What follows belongs to an exercise in optimizing a design on an open flow for small area; a production flow would make more cautious choices. The RTL was checked by simulation tests, not by an equivalence proof against the original design. No activity file was given, so power comes from the tool's default toggle rates.

==> run a <==
Design read_guard, start of the top module:
module read_guard (
  input  logic                   clk_i,
  input  logic                   rst_ni,
  input  logic                   ar_valid_i,
  input  logic                   ar_ready_i,
  input  read_guard_pkg::id_t    ar_id_i,
  input  read_guard_pkg::addr_t  ar_addr_i,
  input  read_guard_pkg::len_t   ar_len_i,
  input  logic                   r_valid_i,
  input  logic                   r_ready_i,
  input  read_guard_pkg::id_t    r_id_i,
  input  logic                   r_last_i,
  input  read_guard_pkg::cnt_t   budget_ar_i,
  input  read_guard_pkg::cnt_t   budget_first_i,
  input  read_guard_pkg::cnt_t   budget_stall_i,
  input  read_guard_pkg::cnt_t   budget_beat_i,
  input  logic                   reset_clear_i,
  output logic                   full_o,
  output logic                   reset_req_o,
  output logic                   irq_o,
  output read_guard_pkg::fault_e fault_cause_o,
  output read_guard_pkg::id_t    fault_id_o,
  output read_guard_pkg::addr_t  fault_addr_o,
  output read_guard_pkg::cnt_t   lat_first_o,
  output read_guard_pkg::cnt_t   lat_burst_o
);
  localparam int N = 4;
  logic [N-1:0] act_q, dat_q, nf_q;
  logic [16:0]  tmr_q [N];
  logic [16:0]  stl_q [N];
  logic [3:0]   id_q  [N];
  logic [31:0]  addr_q[N];
  ...
export LEC_CHECK = 0
export CAP_MARGIN = 5
export CORE_MARGIN = 2
export CORE_UTILIZATION = 65
export SLEW_MARGIN = 5
create_clock -name core_clock -period 10.0 [get_ports {clk_i}]
standard.sh (not shown) runs the stock make flow with config.mk's settings and CLKGATE_MAP_FILE= SYNTH_SCRIPT=/design/flow/synth_recipe.tcl, a recipe that flattens the netlist after the stock synthesis.
==> flow/flow/run.sh <==
#!/bin/bash
# Standard ORFS layout with three changes: port buffers use the smallest
# buffer cell, and clock tree synthesis uses larger sink clusters and no
# dummy loads. Each step's full output goes to its own log here.
set -euo pipefail
export BUFFER_PORTS_ARGS="-buffer_cell sky130_fd_sc_hd__buf_1"
export CTS_ARGS="-sink_clustering_enable -repair_clock_nets -dont_use_dummy_load -sink_clustering_size 25 -sink_clustering_max_diameter 80 -buf_list {sky130_fd_sc_hd__clkbuf_8 sky130_fd_sc_hd__clkbuf_16}"
for step in synth floorplan place cts route finish; do
  bash standard.sh $step > $step.log 2>&1
done
==> inputs of run b, as changes to run a <==
==> flow/flow/run.sh (replaced) <==
#!/bin/bash
# Standard ORFS layout with three changes: port buffers use the smallest
# buffer cell, and clock tree synthesis uses larger sink clusters and no
# dummy loads. Each step's full output goes to its own log here.
set -euo pipefail
export BUFFER_PORTS_ARGS="-buffer_cell sky130_fd_sc_hd__buf_2"
export CTS_ARGS="-sink_clustering_enable -repair_clock_nets -dont_use_dummy_load -sink_clustering_size 25 -sink_clustering_max_diameter 80 -buf_list {sky130_fd_sc_hd__clkbuf_8 sky130_fd_sc_hd__clkbuf_16}"
for step in synth floorplan place cts route finish; do
  bash standard.sh $step > $step.log 2>&1
done
- CORE_UTILIZATION: 65 -> 75
==> inputs of run c, as changes to run a <==
--- a/flow/design.v
+++ b/flow/design.v
@@ -114,24 +114,16 @@
         s_len     = s_len | len_q[i];
         s_addr_ph = s_addr_ph | !dat_q[i];
       end
     end
   end
-  logic [8:0]  mplr;
-  logic [16:0] prod;
-  logic        prod_big, prod_nf;
+  logic [24:0] prod;
+  logic        prod_nf;
   logic [16:0] stl_dec;
   logic [15:0] lat_d;
-  assign mplr = {1'b0, s_len} + 9'd1;
-  assign prod = {1'b0, budget_beat_i} * {8'd0, mplr};
-  always_comb begin
-    prod_big = 1'b0;
-    for (int j = 2; j <= 9; j++) begin
-      if ((|(mplr >> (j - 1))) && (|(budget_beat_i >> (17 - j)))) prod_big = 1'b1;
-    end
-  end
-  assign prod_nf = prod_big || prod[16] || (&prod[15:0]);
+  assign prod    = {9'd0, budget_beat_i} * {16'd0, {1'b0, s_len} + 9'd1};
+  assign prod_nf = (|prod[24:16]) || (&prod[15:0]);
   assign stl_dec = s_stl - 17'd1;
   assign lat_d   = (s_addr_ph ? budget_first_i : prod[15:0]) - s_tmr;
   always_ff @(posedge clk_i or negedge rst_ni) begin
     if (!rst_ni) begin
       act_q <= '0;
==> flow/run.sh (new file) <==
#!/bin/bash
# synth_recipe.tcl (not shown) runs the flow's synth.tcl, then flattens the netlist and writes it again
# the make line also repeats each setting of config.mk as NAME=value (left out here)
make -C /OpenROAD-flow-scripts/flow DESIGN_CONFIG=/design/flow/config.mk WORK_HOME=/design/flow/orfs CLKGATE_MAP_FILE= SYNTH_SCRIPT=/design/flow/synth_recipe.tcl finish
- CAP_MARGIN: 5 -> 20
- CORE_UTILIZATION: 65 -> 40
- SLEW_MARGIN: 5 -> 20
removed: flow/flow/run.sh
removed: flow/standard.sh
==> inputs of run d, as changes to run a <==
--- a/flow/design.v
+++ b/flow/design.v
@@ -230,10 +230,10 @@
       if (vb_q) lat_burst_o <= vf_q ? 16'd0 : lat_q;
     end
   end
   always_ff @(posedge clk_i) begin
     if (new_fault) begin
-      fault_id_o   <= tmr_fault ? tmr_id : r_id_i;
-      fault_addr_o <= tmr_fault ? tmr_addr : '0;
+      fault_id_o   <= (tmr_fault || !unwanted) ? tmr_id : r_id_i;
+      fault_addr_o <= tmr_addr;
     end
   end
 endmodule
==> flow/flow/run.sh (replaced) <==
#!/bin/bash
# Standard ORFS layout with these changes: ABC maps the logic, adders
# included, with an area-oriented script, port buffers use the smallest buffer cell, and clock
# tree synthesis uses larger sink clusters and no dummy loads. Each step's
# full output goes to its own log here.
set -euo pipefail
here=$(pwd)
export MY_ABC_SCRIPT=$here/flow/area.abc
export FLOW_SYNTH_TCL=$here/synth_recipe.tcl
export ADDER_MAP_FILE=
export BUFFER_PORTS_ARGS="-buffer_cell sky130_fd_sc_hd__buf_1"
export CTS_ARGS="-sink_clustering_enable -repair_clock_nets -dont_use_dummy_load -sink_clustering_size 25 -sink_clustering_max_diameter 80 -buf_list {sky130_fd_sc_hd__clkbuf_8 sky130_fd_sc_hd__clkbuf_16}"
sed -e "s#SYNTH_SCRIPT=[^ ]*#SYNTH_SCRIPT=$here/flow/my_synth.tcl#" standard.sh > my_standard.sh
grep -q "SYNTH_SCRIPT=$here/flow/my_synth.tcl" my_standard.sh
for step in synth floorplan place cts route finish; do
  bash my_standard.sh $step > $step.log 2>&1
done
==> flow/flow/area.abc (new file) <==
strash
dch -f
&get -n
&st
&deepsyn -T 120
&st
&dch -f
&nf -R 1000 -a
&put
mfs2
strash
dch -f
amap
&get -n
&st
&dch -f
&nf -R 1000 -a
&put
==> flow/flow/my_synth.tcl (new file) <==
# The standard flow's synthesis script, with ABC run on an area-oriented script
# (flow/area.abc) in place of ORFS's speed script. Everything else,
# including the synth -nofsm -noshare wrapper, flattening and renaming,
# comes unchanged from synth_recipe.tcl.
proc abc {args} {
  set i [lsearch -exact $args -script]
  if {$i >= 0} { lset args [expr {$i + 1}] $::env(MY_ABC_SCRIPT) }
  yosys abc {*}$args
}
source $::env(FLOW_SYNTH_TCL)
- CORE_UTILIZATION: 65 -> 75
==> comparison table <==
quantity	run c	run a	run d	run b
Outcome	finished clean	finished clean	finished clean	finished clean
Clock Power Share	0.323	0.217	0.195	0.208
Repair and plain buffers	266	244	319	243
Final worst setup slack	0.415 ns	0.457 ns	0.452 ns	0.715 ns
Hold Startpoint	old_q[5]	old_q[0]	old_q[3]	lat_q[6]
Endpoint of the lowest-slack register-to-register path	lat_q[14]	nf_q[0]	lat_q[15]	nf_q[2]
Routed length per instance	20.6 microns	20.9 microns	22.2 microns	22.1 microns
Sequential fraction of design power	0.442	0.536	0.522	0.534
Critical path fanouts, max	7	11	8	11
Area share of the leading cell type in the synthesized netlist	0.334	0.357	0.399	0.357
Cts bufs inserted	46	25	22	23
Invs w/o clock	187	184	73	184
WL met3	4.66 mm	5.42 mm	7.41 mm	7.36 mm
Met3 capacity usage during global routing	0.0309	0.0501	0.0769	0.0738
Power in combinational cells	1.32 mW	1.13 mW	1.33 mW	1.18 mW
Cell leakage power	11.7 nW	9.68 nW	8.80 nW	10.2 nW
Top Layer Used	met5	met5	met4	met5
Clock-cell share	0.0537	0.0246	0.0229	0.0225
Count leader, synth	nand2_1	edfxtp_1	nand2_1	edfxtp_1
Power consumption	5.62 mW	4.56 mW	4.71 mW	4.59 mW
H-tree level count	2	1	1	1
Max-slew headroom	0.294	0.265	0.183	0.236


==> v30 <==
==> flow/design.v <==
package read_guard_pkg;
  localparam int unsigned NumSlots     = 4;
  localparam int unsigned SlotIdxWidth = $clog2(NumSlots);
  localparam int unsigned IdWidth      = 4;
  localparam int unsigned AddrWidth    = 32;
  localparam int unsigned LenWidth     = 8;
  localparam int unsigned CntWidth     = 16;
  typedef logic [SlotIdxWidth-1:0] slot_idx_t;
  typedef logic [IdWidth-1:0]      id_t;
  typedef logic [AddrWidth-1:0]    addr_t;
  typedef logic [LenWidth-1:0]     len_t;
  typedef logic [CntWidth-1:0]     cnt_t;
  typedef enum logic [1:0] {
    PHASE_IDLE,
    PHASE_ADDR,
    PHASE_DATA
  } txn_phase_e;
  typedef enum logic [2:0] {
    FAULT_NONE,
    FAULT_AR_WAIT,
    FAULT_FIRST_DATA,
    FAULT_R_STALL,
    FAULT_BURST,
    FAULT_UNWANTED
  } fault_e;
endpackage
`timescale 1ns/10ps
module read_guard (
  input  logic                   clk_i,
  input  logic                   rst_ni,
  input  logic                   ar_valid_i,
  input  logic                   ar_ready_i,
  input  read_guard_pkg::id_t    ar_id_i,
  input  read_guard_pkg::addr_t  ar_addr_i,
  input  read_guard_pkg::len_t   ar_len_i,
  input  logic                   r_valid_i,
  input  logic                   r_ready_i,
  input  read_guard_pkg::id_t    r_id_i,
  input  logic                   r_last_i,
  input  read_guard_pkg::cnt_t   budget_ar_i,
  input  read_guard_pkg::cnt_t   budget_first_i,
  input  read_guard_pkg::cnt_t   budget_stall_i,
  input  read_guard_pkg::cnt_t   budget_beat_i,
  input  logic                   reset_clear_i,
  output logic                   full_o,
  output logic                   reset_req_o,
  output logic                   irq_o,
  output read_guard_pkg::fault_e fault_cause_o,
  output read_guard_pkg::id_t    fault_id_o,
  output read_guard_pkg::addr_t  fault_addr_o,
  output read_guard_pkg::cnt_t   lat_first_o,
  output read_guard_pkg::cnt_t   lat_burst_o
);
  localparam int N = 4;
  logic [N-1:0] act_q, dat_q, nf_q;
  logic [16:0]  tmr_q [N];
  logic [16:0]  stl_q [N];
  logic [3:0]   id_q  [N];
  logic [31:0]  addr_q[N];
  logic [7:0]   len_q [N];
  logic [5:0]   old_q;
  logic [15:0]  ar_cnt_q;
  logic         vf_q, vb_q;
  logic [15:0]  lat_q;
  logic [N-1:0] match, sel, free, alloc, ev, stall_hit;
  logic         rsp_hit, accept, retire, unwanted;
  logic [N-1:0][N-1:0] older;   
  always_comb begin
    older = '0;
    older[0][1] =  old_q[0]; older[1][0] = !old_q[0];
    older[0][2] =  old_q[1]; older[2][0] = !old_q[1];
    older[0][3] =  old_q[2]; older[3][0] = !old_q[2];
    older[1][2] =  old_q[3]; older[2][1] = !old_q[3];
    older[1][3] =  old_q[4]; older[3][1] = !old_q[4];
    older[2][3] =  old_q[5]; older[3][2] = !old_q[5];
  end
  always_comb begin
    for (int i = 0; i < N; i++) begin
      match[i] = act_q[i] && (id_q[i] == r_id_i);
    end
    for (int i = 0; i < N; i++) begin
      sel[i] = match[i];
      for (int j = 0; j < N; j++) begin
        if (j != i && match[j] && older[j][i]) sel[i] = 1'b0;
      end
    end
  end
  assign rsp_hit  = |match;
  assign unwanted = r_valid_i && !rsp_hit;
  assign retire   = r_valid_i && r_ready_i && r_last_i && rsp_hit;
  assign full_o   = &act_q;
  assign accept   = ar_valid_i && ar_ready_i && !full_o && !reset_req_o;
  always_comb begin
    for (int i = 0; i < N; i++) begin
      free[i]      = !act_q[i] || (retire && sel[i]);
      ev[i]        = r_valid_i && sel[i] && !dat_q[i];
      stall_hit[i] = r_valid_i && sel[i] && !r_ready_i;
    end
    alloc[0] = accept && free[0];
    alloc[1] = accept && !free[0] && free[1];
    alloc[2] = accept && !free[0] && !free[1] && free[2];
    alloc[3] = accept && !free[0] && !free[1] && !free[2] && free[3];
  end
  logic [15:0] s_tmr;
  logic [16:0] s_stl;
  logic [7:0]  s_len;
  logic        s_addr_ph;
  always_comb begin
    s_tmr = '0; s_stl = '0; s_len = '0; s_addr_ph = 1'b0;
    for (int i = 0; i < N; i++) begin
      if (sel[i]) begin
        s_tmr     = s_tmr | tmr_q[i][15:0];
        s_stl     = s_stl | stl_q[i];
        s_len     = s_len | len_q[i];
        s_addr_ph = s_addr_ph | !dat_q[i];
      end
    end
  end
  logic [8:0]  mplr;
  logic [16:0] prod;
  logic        prod_big, prod_nf;
  logic [16:0] stl_dec;
  logic [15:0] lat_d;
  assign mplr = {1'b0, s_len} + 9'd1;
  assign prod = {1'b0, budget_beat_i} * {8'd0, mplr};
  always_comb begin
    prod_big = 1'b0;
    for (int j = 2; j <= 9; j++) begin
      if ((|(mplr >> (j - 1))) && (|(budget_beat_i >> (17 - j)))) prod_big = 1'b1;
    end
  end
  assign prod_nf = prod_big || prod[16] || (&prod[15:0]);
  assign stl_dec = s_stl - 17'd1;
  assign lat_d   = (s_addr_ph ? budget_first_i : prod[15:0]) - s_tmr;
  always_ff @(posedge clk_i or negedge rst_ni) begin
    if (!rst_ni) begin
      act_q <= '0;
    end else begin
      for (int i = 0; i < N; i++) begin
        if (reset_req_o)                act_q[i] <= 1'b0;
        else if (alloc[i])              act_q[i] <= 1'b1;
        else if (retire && sel[i])      act_q[i] <= 1'b0;
      end
    end
  end
  always_ff @(posedge clk_i) begin
    for (int i = 0; i < N; i++) begin
      if (alloc[i]) begin
        dat_q[i]  <= 1'b0;
        tmr_q[i]  <= {1'b0, budget_first_i};
        stl_q[i]  <= {1'b0, budget_stall_i};
        id_q[i]   <= ar_id_i;
        addr_q[i] <= ar_addr_i;
        len_q[i]  <= ar_len_i;
      end else begin
        if (ev[i]) begin
          dat_q[i] <= 1'b1;
          tmr_q[i] <= {1'b0, prod[15:0]};
          nf_q[i]  <= prod_nf;
        end else begin
          tmr_q[i] <= tmr_q[i] - 17'd1;
        end
        if (stall_hit[i]) stl_q[i] <= stl_dec;
      end
    end
    if (alloc[0]) old_q[2:0] <= 3'b000;
    if (alloc[1]) begin old_q[0] <= 1'b1; old_q[4:3] <= 2'b00; end
    if (alloc[2]) begin old_q[1] <= 1'b1; old_q[3] <= 1'b1; old_q[5] <= 1'b0; end
    if (alloc[3]) begin old_q[2] <= 1'b1; old_q[4] <= 1'b1; old_q[5] <= 1'b1; end
    lat_q <= lat_d;
  end
  always_ff @(posedge clk_i or negedge rst_ni) begin
    if (!rst_ni) begin
      ar_cnt_q <= '0;
    end else if (reset_req_o || (ar_valid_i && ar_ready_i)) begin
      ar_cnt_q <= '0;
    end else if (ar_valid_i) begin
      ar_cnt_q <= ar_cnt_q + 1'b1;
    end
  end
  logic bf_max, bs_max;
  assign bf_max = &budget_first_i;
  assign bs_max = &budget_stall_i;
  logic                   tmr_fault;
  read_guard_pkg::fault_e tmr_cause;
  logic [3:0]             tmr_id;
  logic [31:0]            tmr_addr;
  always_comb begin
    tmr_fault = (ar_cnt_q > budget_ar_i);
    tmr_cause = tmr_fault ? read_guard_pkg::FAULT_AR_WAIT : read_guard_pkg::FAULT_NONE;
    tmr_id    = '0;
    tmr_addr  = '0;
    for (int i = N - 1; i >= 0; i--) begin
      if (act_q[i] && ((tmr_q[i][16] && (dat_q[i] ? !nf_q[i] : !bf_max)) ||
                       (stl_q[i][16] && !bs_max))) begin
        tmr_fault = 1'b1;
        tmr_id    = id_q[i];
        tmr_addr  = addr_q[i];
        if (!dat_q[i] && tmr_q[i][16] && !bf_max)
          tmr_cause = read_guard_pkg::FAULT_FIRST_DATA;
        else if (stl_q[i][16] && !bs_max)
          tmr_cause = read_guard_pkg::FAULT_R_STALL;
        else
          tmr_cause = read_guard_pkg::FAULT_BURST;
      end
    end
  end
  logic new_fault;
  assign new_fault = (tmr_fault || unwanted) && !reset_req_o;
  always_ff @(posedge clk_i or negedge rst_ni) begin
    if (!rst_ni) begin
      reset_req_o   <= 1'b0;
      irq_o         <= 1'b0;
      fault_cause_o <= read_guard_pkg::FAULT_NONE;
      lat_first_o   <= '0;
      lat_burst_o   <= '0;
      vf_q          <= 1'b0;
      vb_q          <= 1'b0;
    end else begin
      irq_o <= new_fault;
      if (new_fault) begin
        reset_req_o   <= 1'b1;
        fault_cause_o <= tmr_fault ? tmr_cause : read_guard_pkg::FAULT_UNWANTED;
      end else if (reset_clear_i) begin
        reset_req_o <= 1'b0;
      end
      vf_q <= !reset_req_o && |ev;
      vb_q <= !reset_req_o && retire;
      if (vf_q) lat_first_o <= lat_q;
      if (vb_q) lat_burst_o <= vf_q ? 16'd0 : lat_q;
    end
  end
  always_ff @(posedge clk_i) begin
    if (new_fault) begin
      fault_id_o   <= tmr_fault ? tmr_id : r_id_i;
      fault_addr_o <= tmr_fault ? tmr_addr : '0;
    end
  end
endmodule
==> flow/flow/run.sh <==
#!/bin/bash
# Standard ORFS layout with three changes: port buffers use the smallest
# buffer cell, and clock tree synthesis uses larger sink clusters and no
# dummy loads. Each step's full output goes to its own log here.
set -euo pipefail
export BUFFER_PORTS_ARGS="-buffer_cell sky130_fd_sc_hd__buf_1"
export CTS_ARGS="-sink_clustering_enable -repair_clock_nets -dont_use_dummy_load -sink_clustering_size 25 -sink_clustering_max_diameter 80 -buf_list {sky130_fd_sc_hd__clkbuf_8 sky130_fd_sc_hd__clkbuf_16}"
for step in synth floorplan place cts route finish; do
  bash standard.sh $step > $step.log 2>&1
done
==> flow/standard.sh <==
#!/bin/bash
# synth_recipe.tcl (not shown) runs the flow's synth.tcl, then flattens the netlist and writes it again
# the make line also repeats each setting of config.mk as NAME=value (left out here)
make -C /OpenROAD-flow-scripts/flow DESIGN_CONFIG=/design/flow/config.mk WORK_HOME=/design/flow/orfs CLKGATE_MAP_FILE= SYNTH_SCRIPT=/design/flow/synth_recipe.tcl "${@:-finish}"
==> flow/config.mk <==
export PLATFORM = sky130hd
export DESIGN_NAME = read_guard
export DESIGN_NICKNAME = read_guard
export VERILOG_FILES = /design/flow/design.v
export SDC_FILE = /design/flow/constraint.sdc
export NUM_CORES = 4
export LEC_CHECK = 0
export CAP_MARGIN = 5
export CORE_MARGIN = 2
export CORE_UTILIZATION = 75
export SLEW_MARGIN = 5
==> flow/constraint.sdc <==
create_clock -name core_clock -period 10.0 [get_ports {clk_i}]
set_input_delay 2.0000 -clock core_clock [delete_from_list [all_inputs] [get_ports {clk_i}]]
set_output_delay 2.0000 -clock core_clock [all_outputs]
set_load 0.01 [all_outputs]
==> v1 (differences from v30) <==
--- a/flow/design.v
+++ b/flow/design.v
@@ -118,16 +118,8 @@
   end
-  logic [8:0]  mplr;
-  logic [16:0] prod;
-  logic        prod_big, prod_nf;
+  logic [24:0] prod;
+  logic        prod_nf;
   logic [16:0] stl_dec;
   logic [15:0] lat_d;
-  assign mplr = {1'b0, s_len} + 9'd1;
-  assign prod = {1'b0, budget_beat_i} * {8'd0, mplr};
-  always_comb begin
-    prod_big = 1'b0;
-    for (int j = 2; j <= 9; j++) begin
-      if ((|(mplr >> (j - 1))) && (|(budget_beat_i >> (17 - j)))) prod_big = 1'b1;
-    end
-  end
-  assign prod_nf = prod_big || prod[16] || (&prod[15:0]);
+  assign prod    = {9'd0, budget_beat_i} * {16'd0, {1'b0, s_len} + 9'd1};
+  assign prod_nf = (|prod[24:16]) || (&prod[15:0]);
   assign stl_dec = s_stl - 17'd1;
==> flow/run.sh (new file) <==
#!/bin/bash
# synth_recipe.tcl (not shown) runs the flow's synth.tcl, then flattens the netlist and writes it again
# the make line also repeats each setting of config.mk as NAME=value (left out here)
make -C /OpenROAD-flow-scripts/flow DESIGN_CONFIG=/design/flow/config.mk WORK_HOME=/design/flow/orfs CLKGATE_MAP_FILE= SYNTH_SCRIPT=/design/flow/synth_recipe.tcl finish
--- a/flow/config.mk
+++ b/flow/config.mk
@@ -7,5 +7,7 @@
 export LEC_CHECK = 0
-export CAP_MARGIN = 5
+export CAP_MARGIN = 20
 export CORE_MARGIN = 2
-export CORE_UTILIZATION = 75
-export SLEW_MARGIN = 5
+export CORE_UTILIZATION = 65
+export CTS_BUF_LIST = sky130_fd_sc_hd__clkbuf_4 sky130_fd_sc_hd__clkbuf_8
+export CTS_CLUSTER_SIZE = 30
+export SLEW_MARGIN = 20
removed: flow/flow/run.sh
removed: flow/standard.sh
==> v5 (differences from v30) <==
--- a/flow/design.v
+++ b/flow/design.v
@@ -118,16 +118,8 @@
   end
-  logic [8:0]  mplr;
-  logic [16:0] prod;
-  logic        prod_big, prod_nf;
+  logic [24:0] prod;
+  logic        prod_nf;
   logic [16:0] stl_dec;
   logic [15:0] lat_d;
-  assign mplr = {1'b0, s_len} + 9'd1;
-  assign prod = {1'b0, budget_beat_i} * {8'd0, mplr};
-  always_comb begin
-    prod_big = 1'b0;
-    for (int j = 2; j <= 9; j++) begin
-      if ((|(mplr >> (j - 1))) && (|(budget_beat_i >> (17 - j)))) prod_big = 1'b1;
-    end
-  end
-  assign prod_nf = prod_big || prod[16] || (&prod[15:0]);
+  assign prod    = {9'd0, budget_beat_i} * {16'd0, {1'b0, s_len} + 9'd1};
+  assign prod_nf = (|prod[24:16]) || (&prod[15:0]);
   assign stl_dec = s_stl - 17'd1;
==> flow/flow/run.sh (replaced) <==
#!/bin/bash
# Standard layout, with the port buffers made from the smallest buffer cell.
set -euo pipefail
export BUFFER_PORTS_ARGS="-buffer_cell sky130_fd_sc_hd__buf_1"
bash standard.sh synth > synth.log 2>&1
bash standard.sh floorplan > floorplan.log 2>&1
bash standard.sh place > place.log 2>&1
bash standard.sh cts > cts.log 2>&1
bash standard.sh route > route.log 2>&1
bash standard.sh finish > finish.log 2>&1
--- a/flow/config.mk
+++ b/flow/config.mk
@@ -7,5 +7,7 @@
 export LEC_CHECK = 0
-export CAP_MARGIN = 5
+export CAP_MARGIN = 20
 export CORE_MARGIN = 2
-export CORE_UTILIZATION = 75
-export SLEW_MARGIN = 5
+export CORE_UTILIZATION = 65
+export CTS_BUF_LIST = sky130_fd_sc_hd__clkbuf_4 sky130_fd_sc_hd__clkbuf_8
+export CTS_CLUSTER_SIZE = 30
+export SLEW_MARGIN = 20
==> v21 (differences from v30) <==
--- a/flow/design.v
+++ b/flow/design.v
@@ -234,4 +234,4 @@
     if (new_fault) begin
-      fault_id_o   <= tmr_fault ? tmr_id : r_id_i;
-      fault_addr_o <= tmr_fault ? tmr_addr : '0;
+      fault_id_o   <= (tmr_fault || !unwanted) ? tmr_id : r_id_i;
+      fault_addr_o <= tmr_addr;
     end
==> flow/flow/run.sh (replaced) <==
#!/bin/bash
# Standard ORFS layout with these changes: ABC maps the logic, adders
# included, with an area-oriented script, port buffers use the smallest buffer cell, and clock
# tree synthesis uses larger sink clusters and no dummy loads. Each step's
# full output goes to its own log here.
set -euo pipefail
here=$(pwd)
export MY_ABC_SCRIPT=$here/flow/area.abc
export FLOW_SYNTH_TCL=$here/synth_recipe.tcl
export ADDER_MAP_FILE=
export BUFFER_PORTS_ARGS="-buffer_cell sky130_fd_sc_hd__buf_1"
export CTS_ARGS="-sink_clustering_enable -repair_clock_nets -dont_use_dummy_load -sink_clustering_size 25 -sink_clustering_max_diameter 80 -buf_list {sky130_fd_sc_hd__clkbuf_8 sky130_fd_sc_hd__clkbuf_16}"
sed -e "s#SYNTH_SCRIPT=[^ ]*#SYNTH_SCRIPT=$here/flow/my_synth.tcl#" standard.sh > my_standard.sh
grep -q "SYNTH_SCRIPT=$here/flow/my_synth.tcl" my_standard.sh
for step in synth floorplan place cts route finish; do
  bash my_standard.sh $step > $step.log 2>&1
done
==> flow/flow/area.abc (new file) <==
strash
dch -f
amap
&get -n
&st
&dch -f
&nf -R 1000 -a
&put
mfs2
strash
dch -f
amap
&get -n
&st
&dch -f
&nf -R 1000 -a
&put
==> flow/flow/my_synth.tcl (new file) <==
# The standard flow's synthesis script, with ABC run on an area-oriented script
# (flow/area.abc) in place of ORFS's speed script. Everything else,
# including the synth -nofsm -noshare wrapper, flattening and renaming,
# comes unchanged from synth_recipe.tcl.
proc abc {args} {
  set i [lsearch -exact $args -script]
  if {$i >= 0} { lset args [expr {$i + 1}] $::env(MY_ABC_SCRIPT) }
  yosys abc {*}$args
}
source $::env(FLOW_SYNTH_TCL)
==> impl_metrics.json <==
{
  "cts_root_buf": "clkbuf_16",
  "synth_cell_types": 79,
  "grtUsageTotal_pct": 37.3,
  "status": "no timing/DRC/antenna violations",
  "power.switching_w": 0.00145,
  "design_area_um2": 25300,
  "period_minus_slack_ps": 9470
}
The numbers above come from v30.

==> impl_metrics.json <==
{
  "status": "no timing/DRC/antenna violations",
  "design_area_um2": 29100,
  "grtUsageTotal_pct": 33.2,
  "power.switching_w": 0.00161
}
The numbers above come from v1.

==> impl_metrics.json <==
{
  "seq_area_share_pct": 49.0,
  "power.switching_w": 0.00150,
  "yosys_warnings": 6,
  "synth_cell_types": 55,
  "cpPeakStageDelay_ps": 350,
  "status": "no timing/DRC/antenna violations"
}
The numbers above come from v21.

==> impl_metrics.json <==
{
  "status": "no timing/DRC/antenna violations",
  "period_minus_slack_ps": 9350,
  "cts_root_buf": "clkbuf_8",
  "grtUsageTotal_pct": 32.5,
  "syn-cell-area_um2": 25200,
  "design_area_um2": 28000
}
The numbers above come from v5.

-- re-timing with driven ports --
How much do the figures lean on ideal ports? The routed layouts below were timed once more, with nothing changed but the port constraints. Step 1, drivers: a clkbuf_16 drives clk_i and a buf_2 each remaining input, both assumed. Step 2, shift: input delay + t, output delay - t, t = (earliest + latest rising clock arrival at the registers) / 2. This alone moves slack from input paths to output paths. Three values: no drivers, after step 1, after step 2; two values: the first two.
run | shift t [ns] | slack for setup (ns) | worst register clock-pin slew, ns
run a | 0.594 | 0.457 / 0.451 / -0.143 | 0.10 / 0.10
run b | 0.589 | 0.715 / 0.728 / 0.139 | 0.12 / 0.12
run c | 0.637 | 0.415 / 0.420 / -0.216 | 0.07 / 0.07
run d | 0.566 | 0.452 / 0.454 / -0.112 | 0.10 / 0.10
v30 | 0.592 | 0.530 / 0.511 / -0.080 | 0.10 / 0.10
v1 | 0.665 | 0.349 / 0.349 / -0.316 | 0.07 / 0.07
v5 | 0.661 | 0.651 / 0.663 / 0.002 | 0.07 / 0.07
v21 | 0.582 | 0.523 / 0.509 / -0.073 | 0.10 / 0.10
With both steps, setup timing fails in 6 of these runs, where it was met with ideal ports. The setup slack of v1, which loses most, moves by 0.000 ns with the drivers and by -0.665 ns with both steps.
